This is an optimization exercise on Yosys and OpenROAD, whose aim is small area, a short achievable clock period and few clock cycles per item, not a production implementation. Only simulation tests tie the RTL to the original design; equivalence was not proved. Power and IR drop assume default switching activity.

run 1:
Design priority_schedule_timing, start of the top module:
module priority_schedule_timing (
  input  logic               clk,
  input  logic               rst_n,
  input  logic               in_valid,
  output logic               in_ready,
  input  logic [BURST_W-1:0] in_burst_time,
  input  logic [PRIO_W-1:0]  in_priority_req,
  input  logic               in_last_job,
  output logic               out_valid,
  input  logic               out_ready,
  output logic [ID_W-1:0]    out_job_id,
  output logic [PRIO_W-1:0]  out_job_priority,
  output logic [BURST_W-1:0] out_job_burst,
  output logic [TIME_W-1:0]  out_wait_time,
  output logic [TIME_W-1:0]  out_turnaround_time,
  output logic               out_last_row,
  output logic [AVG_W-1:0]   out_avg_wait_q8,
  output logic [AVG_W-1:0]   out_avg_turnaround_q8,
  output logic               out_jobs_dropped
);
  localparam int P     = MAX_JOBS;
  localparam int DIV_K = 3;                  
  localparam int DIV_N = (AVG_W - 1 + DIV_K - 1) / DIV_K;      
  localparam int DCW   = $clog2(DIV_N);
  localparam int NB    = 1 << TAG_W;      
  logic [PTR_W-1:0] pl_r, ps_r, pe_r;        
  logic [CNT_W-1:0] cnt_r;                   
  logic             ovf_r;                   
  logic [NB*CNT_W-1:0] meta_n_r;             
  logic [NB-1:0]       meta_o_r;             
  logic [P-1:0]         v, inb, inc, sel_s0, sel_s1, sel_e, alloc;
  logic [P*PRIO_W-1:0]  prio_f;
  logic [P*BURST_W-1:0] burst_f;
  logic [P*ID_W-1:0]    id_f;
  logic             in_acc, ins_go, emit_go;
  logic [P-1:0]     pend_r;                  
  logic [11:0]      bcnt_r;                  
  logic [RK_W-1:0]  pend_rank;
  logic [RK_W-2:0]  ks_r;                    
  logic [RK_W-1:0]  ke_r;                    
  logic seen;
  always_comb begin
    seen = 1'b0;
    for (int i = 0; i < P; i++) begin
      alloc[i] = !v[i] && !seen;
      seen     = seen || !v[i];
    end
  ...
clock: 6.0 ns
lec_check: 0
cap_margin: 20
core_margin: 2
core_utilization: 40
setup_slack_margin: 1.5
slew_margin: 20
tns_end_percent: 10
run.sh (not shown) runs the stock make flow with config.mk's settings and CLKGATE_MAP_FILE= SYNTH_SCRIPT=/design/flow/synth_recipe.tcl, a recipe that flattens the netlist after the stock synthesis.
Run 1 went all the way through the flow, and no timing, DRC or antenna check failed.
Testbench counts of run 1, summed over its fixed seeds: cycles 3,054, jobs 2,636.
> inputs changed (run 1 -> run 2)
- SETUP_SLACK_MARGIN now 1.0, was 1.5
Notes after the runs:
Compared with run 1, run 2 shows a lower number of stages on the worst hold path.
Pin count of the biggest net entering global routing ended up 2 lower on run 2 than on run 1.
Comparing run 1 and run 2, placed wire-length estimate is lower on run 1.
--- input diff run 2..run 3 ---
- a change of SETUP_SLACK_MARGIN from 1.0 to 1.25
- a deleted TNS_END_PERCENT that had been 10
## What came out
Run 3 reached the final stage; the timing, DRC and antenna checks on its layout passed. Run 2 → run 3: highest net fanout along the worst path now larger, vias after detailed routing increased by about 0.9% relative to the old numbers. For multi-input gate count, run 2 and run 3 come out practically identical. Run 3 ended up with ke_r[1] as its worst setup path startpoint; run 2 ended up with bcnt_r[1]. Areal power density over the cells went down slightly going from run 2 to run 3.
Changes in run 4 relative to run 3:
- SETUP_SLACK_MARGIN changed from 1.25 to 1.5
Findings:
First-pass GRT wire length on run 4 is up relative to run 3. In run 4 the non-clock buffer count turned out about 30% higher than in run 3. Fraction of final layout cells sized beyond drive strength 1 up 5.2 points in run 4 wrt run 3. Routed length per placed instance, run 3 and run 4: higher on run 4. Number of signal-net inverters in the final layout came out exactly the same in run 3 and run 4. Diff run 3 -> run 4: total design power rose by about 1%; timing-limited maximum frequency went up by 2.8%; final standard cell area without fillers increased by about 4% relative to the old numbers.

========
Starting RTL as in the previous note.
==> flow/design.v (excerpt) <==
module priority_schedule_timing (
  input  logic               clk,
  input  logic               rst_n,
  input  logic               in_valid,
  output logic               in_ready,
  input  logic [BURST_W-1:0] in_burst_time,
  input  logic [PRIO_W-1:0]  in_priority_req,
  input  logic               in_last_job,
  output logic               out_valid,
  input  logic               out_ready,
  output logic [ID_W-1:0]    out_job_id,
  output logic [PRIO_W-1:0]  out_job_priority,
  output logic [BURST_W-1:0] out_job_burst,
  output logic [TIME_W-1:0]  out_wait_time,
  output logic [TIME_W-1:0]  out_turnaround_time,
  output logic               out_last_row,
  output logic [AVG_W-1:0]   out_avg_wait_q8,
  output logic [AVG_W-1:0]   out_avg_turnaround_q8,
  output logic               out_jobs_dropped
);
Settings: LEC_CHECK=0, CAP_MARGIN=20, CORE_MARGIN=2, CORE_UTILIZATION=50, SETUP_SLACK_MARGIN=1.5, SLEW_MARGIN=20; clock period 6.0 ns.
Testbench counts at the start, summed over its fixed seeds: cycles 3,054, jobs 2,636.
Then changed:
- CORE_UTILIZATION: 50 -> 40
- SETUP_SLACK_MARGIN: 1.5 -> 1.25
- TNS_END_PERCENT: default -> 10
=> The changed run produced a clean layout. Setup slack is worse by 170 ps. Clock skew stays flat. Global-route usage shrinks by 6.9 points. Sequential share of layout area grows by 1.8 points.

[port drivers added, routing unchanged]
Ports are ideal in the flow. The routed layouts listed here were re-timed in OpenROAD. Step 1 sets driving cells, clkbuf_16 on the clock port and buf_2 on the other inputs (assumed; they add their load-dependent delay and slew). Step 2 times the ports against the registers' clock, not the clock port: input delays grow and output delays shrink by t, the midpoint of the rising clock arrivals with the driver on. a / b / c = ideal / step 1 / step 2; a / b = the first two.
run	shift t [ns]	slack for setup (ns)	clock arrival spread, ns	worst slew at a driven data input, ns
run 1	0.824	1.392 / 1.392 / 0.659	0.043 / 0.044	0.21
run 2	0.820	0.976 / 0.976 / 0.730	0.038 / 0.039	0.19
run 3	0.813	1.216 / 1.216 / 0.794	0.035 / 0.036	0.19
run 4	0.829	1.349 / 1.349 / 0.824	0.048 / 0.048	0.19
the first run of note 2	0.786	1.358 / 1.358 / 0.913	0.037 / 0.037	0.16
the second run of note 2	0.821	1.183 / 1.183 / 0.726	0.032 / 0.031	0.19
After both steps setup and hold are still met in every run listed. For run 1, which loses most, drivers alone change the setup slack by 0.000 ns; drivers and shift together by -0.733 ns.
